This design comes from an exercise in tuning for small area, a short achievable clock period and few clock cycles per item on the open sky130 flow, not from production work.
The RTL was checked by simulation tests, not by an equivalence proof against the original design.

// radial_vignette_pixel_top
module radial_vignette_pixel_top
(
	input  wire logic              clk,
	input  wire logic              arst_n,
	input  wire logic              s_tvalid,
	output logic                   s_tready,
	input  wire logic [47:0]       s_tdata,
	output logic                   m_tvalid,
	input  wire logic              m_tready,
	output logic [23:0]            m_tdata,
	input  wire logic              cfg_we,
	input  wire logic [1:0]        cfg_index,
	input  wire logic [CFG_W-1:0]  cfg_data
);
	localparam int NP = 31;    
	logic [DIM_W-1:0] width_q, height_q;
	logic [FX_W-1:0]  radius_q, strength_q;
	logic             den_pend;
	logic             tok0, tok1;
	logic [26:0]      num_c;
	logic             en;
	always_ff @(posedge clk or negedge arst_n) begin
		if (!arst_n) begin
			width_q    <= 13'd640;
			height_q   <= 13'd480;
			radius_q   <= 17'd32768;
			strength_q <= 17'd32768;
		end else if (cfg_we) begin
			unique case (cfg_index)
				2'd0: width_q    <= cfg_data[DIM_W-1:0];
				2'd1: height_q   <= cfg_data[DIM_W-1:0];
				2'd2: radius_q   <= cfg_data;
				2'd3: strength_q <= cfg_data;
				default: ;
			endcase
		end
	end
	logic [25:0] den_a, den_b;
	logic [27:0] d3_a, d3_b;
	always_ff @(posedge clk or negedge arst_n) begin
		if (!arst_n) begin
			den_pend <= 1'b0;
			den_a    <= 26'd640000;
		end else begin
			if (cfg_we && !cfg_index[1])
				den_pend <= 1'b1;
			else if (en)
  ...
clock: 10.0 ns
lec_check: 0
abc_area: 1
cap_margin: 20
core_margin: 2
core_utilization: 55
slew_margin: 20
setup_slack_margin: 6.25
standard.sh (not shown) runs the stock make flow with config.mk's settings and CLKGATE_MAP_FILE= SYNTH_SCRIPT=/design/flow/synth_recipe.tcl, a recipe that flattens the netlist after the stock synthesis.
==> flow/flow/run.sh <==
#!/bin/bash
set -euo pipefail
echo "export SETUP_SLACK_MARGIN = 6.25" >> config.mk
bash standard.sh > standard.log 2>&1
The first run finished with timing, DRC and antenna clean.
Testbench counts at the start, summed over its fixed seeds: cycles 17,408, items 16,384.
==> next run, changes <==
--- a/flow/design.v
+++ b/flow/design.v
@@ -698,41 +698,39 @@
 			strength_q <= 17'd32768;
 		end else if (cfg_we) begin
 			unique case (cfg_index)
 				2'd0: width_q    <= cfg_data[DIM_W-1:0];
 				2'd1: height_q   <= cfg_data[DIM_W-1:0];
 				2'd2: radius_q   <= cfg_data;
 				2'd3: strength_q <= cfg_data;
 				default: ;
 			endcase
 		end
 	end
-	logic [25:0] den_a, den_b;
-	logic [27:0] d3_a, d3_b;
+	logic [25:0] den_a;
+	logic [27:0] d3_a;
 	always_ff @(posedge clk or negedge arst_n) begin
 		if (!arst_n) begin
 			den_pend <= 1'b0;
 			den_a    <= 26'd640000;
 		end else begin
 			if (cfg_we && !cfg_index[1])
 				den_pend <= 1'b1;
 			else if (en)
 				den_pend <= 1'b0;
 			if (en && tok1)
 				den_a <= num_c[25:0];
 		end
 	end
 	always_ff @(posedge clk) begin
-		den_b <= den_a;
 		d3_a  <= 28'(den_a) + 28'({den_a, 1'b0});
-		d3_b  <= d3_a;
 	end
 	logic [16:0] fd_a;
 	logic [18:0] fd3_a;
 	logic [17:0] s3_q;
 	always_ff @(posedge clk) begin
 		fd_a  <= 17'h10000 - radius_q;
 		fd3_a <= 19'(fd_a) + 19'({fd_a, 1'b0});
 		s3_q  <= 18'(strength_q[15:0]) + 18'({strength_q[15:0], 1'b0});
 	end
 	logic [12:0] w_eff, h_eff;
 	logic [16:0] s_eff;
@@ -836,29 +834,24 @@
 		logic [24:0] r_in, r_o, r_q;
 		logic [1:0]  p_in, q_o, q_q;
 		logic [25:0] dd;
 		logic [27:0] dd3;
 		if (i == 1) begin : g_f
 			assign r_in = num3[26:2];
 			assign p_in = num3[1:0];
 		end else begin : g_n
 			assign r_in = g_rd[i-1].r_q;
 			assign p_in = 2'b00;
 		end
-		if (i <= 4) begin : g_ca
-			assign dd  = den_a;
-			assign dd3 = d3_a;
-		end else begin : g_cb
-			assign dd  = den_b;
-			assign dd3 = d3_b;
-		end
+		assign dd  = den_a;
+		assign dd3 = d3_a;
 		rvp_div_pipe #(.RW(25), .DW(26)) u_step (
 			.r(r_in), .p(p_in), .d(dd), .d3(dd3), .ro(r_o), .q(q_o)
 		);
 		always_ff @(posedge clk) begin
 			if (en) begin
 				r_q <= r_o;
 				q_q <= q_o;
 			end
 		end
 	end
 	for (genvar j = 1; j <= 9; j++) begin : g_sq
After rerunning:
- via count grows by 1.1%
- clock skew shrinks by 0.030 ns
- area after synthesis shrinks by 0.70%
- die area shrinks by 0.69%
- routed wire length grows by 1.2%
- first-iteration DRC count grows by 13%
- maximum frequency stays flat
- utilization grows by 0.16 points
- global-route usage grows by 0.52 points
Testbench counts after the change, summed over its fixed seeds: cycles 17,408, items 16,384.

radial_vignette_pixel_top again, from the RTL that the note above started with.
==> flow/config.mk <==
export PLATFORM = sky130hd
export DESIGN_NAME = radial_vignette_pixel_top
export DESIGN_NICKNAME = radial_vignette_pixel_top
export VERILOG_FILES = /design/flow/design.v
export SDC_FILE = /design/flow/constraint.sdc
export NUM_CORES = 4
export LEC_CHECK = 0
export ABC_AREA = 1
export CAP_MARGIN = 20
export CORE_MARGIN = 2
export CORE_UTILIZATION = 55
export SLEW_MARGIN = 20
export SETUP_SLACK_MARGIN = 6.5
==> flow/constraint.sdc <==
create_clock -name core_clock -period 10.0 [get_ports {clk}]
set_input_delay 2.0000 -clock core_clock [delete_from_list [all_inputs] [get_ports {clk}]]
set_output_delay 2.0000 -clock core_clock [all_outputs]
set_load 0.01 [all_outputs]
==> flow/flow/run.sh <==
#!/bin/bash
set -euo pipefail
echo "export SETUP_SLACK_MARGIN = 6.5" >> config.mk
bash standard.sh > standard.log 2>&1
The baseline went through all stages and came out clean.
Testbench counts at the start, summed over its fixed seeds: cycles 17,408, items 16,384.
==> next run, changes <==
--- a/flow/design.v
+++ b/flow/design.v
@@ -678,21 +678,21 @@
 	input  wire logic [47:0]       s_tdata,
 	output logic                   m_tvalid,
 	input  wire logic              m_tready,
 	output logic [23:0]            m_tdata,
 	input  wire logic              cfg_we,
 	input  wire logic [1:0]        cfg_index,
 	input  wire logic [CFG_W-1:0]  cfg_data
 );
-	localparam int NP = 31;    
+	localparam int NP = 32;    
 	logic [DIM_W-1:0] width_q, height_q;
 	logic [FX_W-1:0]  radius_q, strength_q;
 	logic             den_pend;
-	logic             tok0, tok1;
+	logic             tok0, tok1, tok2;
 	logic [26:0]      num_c;
 	logic             en;
 	always_ff @(posedge clk or negedge arst_n) begin
 		if (!arst_n) begin
 			width_q    <= 13'd640;
 			height_q   <= 13'd480;
 			radius_q   <= 17'd32768;
 			strength_q <= 17'd32768;
@@ -712,17 +712,17 @@
 		if (!arst_n) begin
 			den_pend <= 1'b0;
 			den_a    <= 26'd640000;
 		end else begin
 			if (cfg_we && !cfg_index[1])
 				den_pend <= 1'b1;
 			else if (en)
 				den_pend <= 1'b0;
-			if (en && tok1)
+			if (en && tok2)
 				den_a <= num_c[25:0];
 		end
 	end
 	always_ff @(posedge clk) begin
 		den_b <= den_a;
 		d3_a  <= 28'(den_a) + 28'({den_a, 1'b0});
 		d3_b  <= d3_a;
 	end
@@ -775,34 +775,43 @@
 	end
 	logic        v   [NP];
 	logic [23:0] rgb [NP];
 	always_ff @(posedge clk or negedge arst_n) begin
 		if (!arst_n) begin
 			for (int i = 0; i < NP; i++) v[i] <= 1'b0;
 			tok0 <= 1'b0;
 			tok1 <= 1'b0;
+			tok2 <= 1'b0;
 		end else if (en) begin
 			v[0] <= s_tvalid && s_tready;
 			for (int i = 1; i < NP; i++) v[i] <= v[i-1];
 			tok0 <= den_pend;
 			tok1 <= tok0;
+			tok2 <= tok1;
 		end
 	end
 	assign vl = v[NP-1];
 	always_ff @(posedge clk) begin
 		if (en) begin
 			rgb[0] <= s_tdata[47:24];
 			for (int i = 1; i < NP; i++) rgb[i] <= rgb[i-1];
 		end
 	end
+	logic [11:0] col0, row0;
+	always_ff @(posedge clk) begin
+		if (en) begin
+			col0 <= s_tdata[11:0];
+			row0 <= s_tdata[23:12];
+		end
+	end
 	logic [13:0] dxa, dxb, dya, dyb;
 	logic [12:0] cx, cy;
-	assign cx  = den_pend ? 13'd0 : {s_tdata[11:0], 1'b0};
-	assign cy  = den_pend ? 13'd0 : {s_tdata[23:12], 1'b0};
+	assign cx  = tok0 ? 13'd0 : {col0, 1'b0};
+	assign cy  = tok0 ? 13'd0 : {row0, 1'b0};
 	assign dxa = {1'b0, cx} - {1'b0, w_eff};
 	assign dxb = {1'b0, w_eff} - {1'b0, cx};
 	assign dya = {1'b0, cy} - {1'b0, h_eff};
 	assign dyb = {1'b0, h_eff} - {1'b0, cy};
 	logic [12:0] adx1, ady1;
 	always_ff @(posedge clk) begin
 		if (en) begin
 			adx1 <= dxa[13] ? dxb[12:0] : dxa[12:0];
@@ -1007,23 +1016,23 @@
 		else               st = {1'b0, stsum[31:16]};
 	end
 	logic [16:0] ff33;
 	logic [9:0]  c3_33 [3];
 	always_ff @(posedge clk) begin
 		if (en) begin
 			ff33 <= act[29] ? (17'h10000 - st) : 17'h10000;
 			for (int ch = 0; ch < 3; ch++)
-				c3_33[ch] <= 10'(rgb[28][8*ch+7 -: 8]) + 10'({rgb[28][8*ch+7 -: 8], 1'b0});
+				c3_33[ch] <= 10'(rgb[29][8*ch+7 -: 8]) + 10'({rgb[29][8*ch+7 -: 8], 1'b0});
 		end
 	end
 	logic [23:0] ps_c [3], pc_c [3], ps34 [3], pc34 [3];
 	logic        f16_34;
 	for (genvar ch = 0; ch < 3; ch++) begin : g_ch
-		rvp_csa_mch u_m (.f(ff33[15:0]), .c1(rgb[29][8*ch+7:8*ch]), .c3(c3_33[ch]), .s(ps_c[ch]), .c(pc_c[ch]));
+		rvp_csa_mch u_m (.f(ff33[15:0]), .c1(rgb[30][8*ch+7:8*ch]), .c3(c3_33[ch]), .s(ps_c[ch]), .c(pc_c[ch]));
 		always_ff @(posedge clk) begin
 			if (en) begin
 				ps34[ch] <= ps_c[ch];
 				pc34[ch] <= pc_c[ch];
 			end
 		end
 	end
 	always_ff @(posedge clk) begin
After rerunning: The changed run produced a clean layout. Design area rises slightly. Via count climbs slightly. Clock skew drops by 10 ps. Setup slack improves by 9.9 ps. Clock-buffer cell count came out higher by 13. Hold slack gets better by 16 ps. Die area increases slightly. Register-to-register slack hardly moves. Global-route usage increases by 0.32 points. Sequential share of layout area goes up by 0.67 points.
Testbench counts after the change, summed over its fixed seeds: cycles 17,440, items 16,384.

## port drivers added, routing unchanged
No port has a modelled driver above. Below, the same layouts with a new extraction and two added sets of constraints.
Step 1 (the two cells are an assumption about what drives the block):
set clk [get_ports {clk}]
set_driving_cell -lib_cell sky130_fd_sc_hd__clkbuf_16 $clk
set_driving_cell -lib_cell sky130_fd_sc_hd__buf_2 [delete_from_list [all_inputs] $clk]
Step 2 moves the port delays by t, midway between the first and last clock arrival at a register: inputs arrive t later, outputs are due t later. That takes back most of the time a late clock gives input paths.
Slacks: ideal ports / drivers / drivers and shift; pairs: ideal ports / drivers.
run	t (ns)	setup slack, ns	hold WS [ns]	worst setup path after step 2	latest minus earliest clock arrival (ns)
the first run of note 1	1.028	6.258 / 6.188 / 5.395	0.327 / 0.327 / 0.327	input to register	0.112 / 0.111
the second run of note 1	0.998	6.252 / 6.150 / 5.425	0.375 / 0.375 / 0.375	input to register	0.077 / 0.077
the first run of note 2	1.028	6.288 / 6.179 / 5.631	0.331 / 0.331 / 0.331	input to register	0.107 / 0.107
the second run of note 2	1.040	6.297 / 6.197 / 5.758	0.347 / 0.347 / 0.347	input to register	0.104 / 0.104
After both steps setup and hold are still met in every run listed. The setup slack of the first run of note 1, which loses most, moves by -0.070 ns with the drivers and by -0.863 ns with both steps.
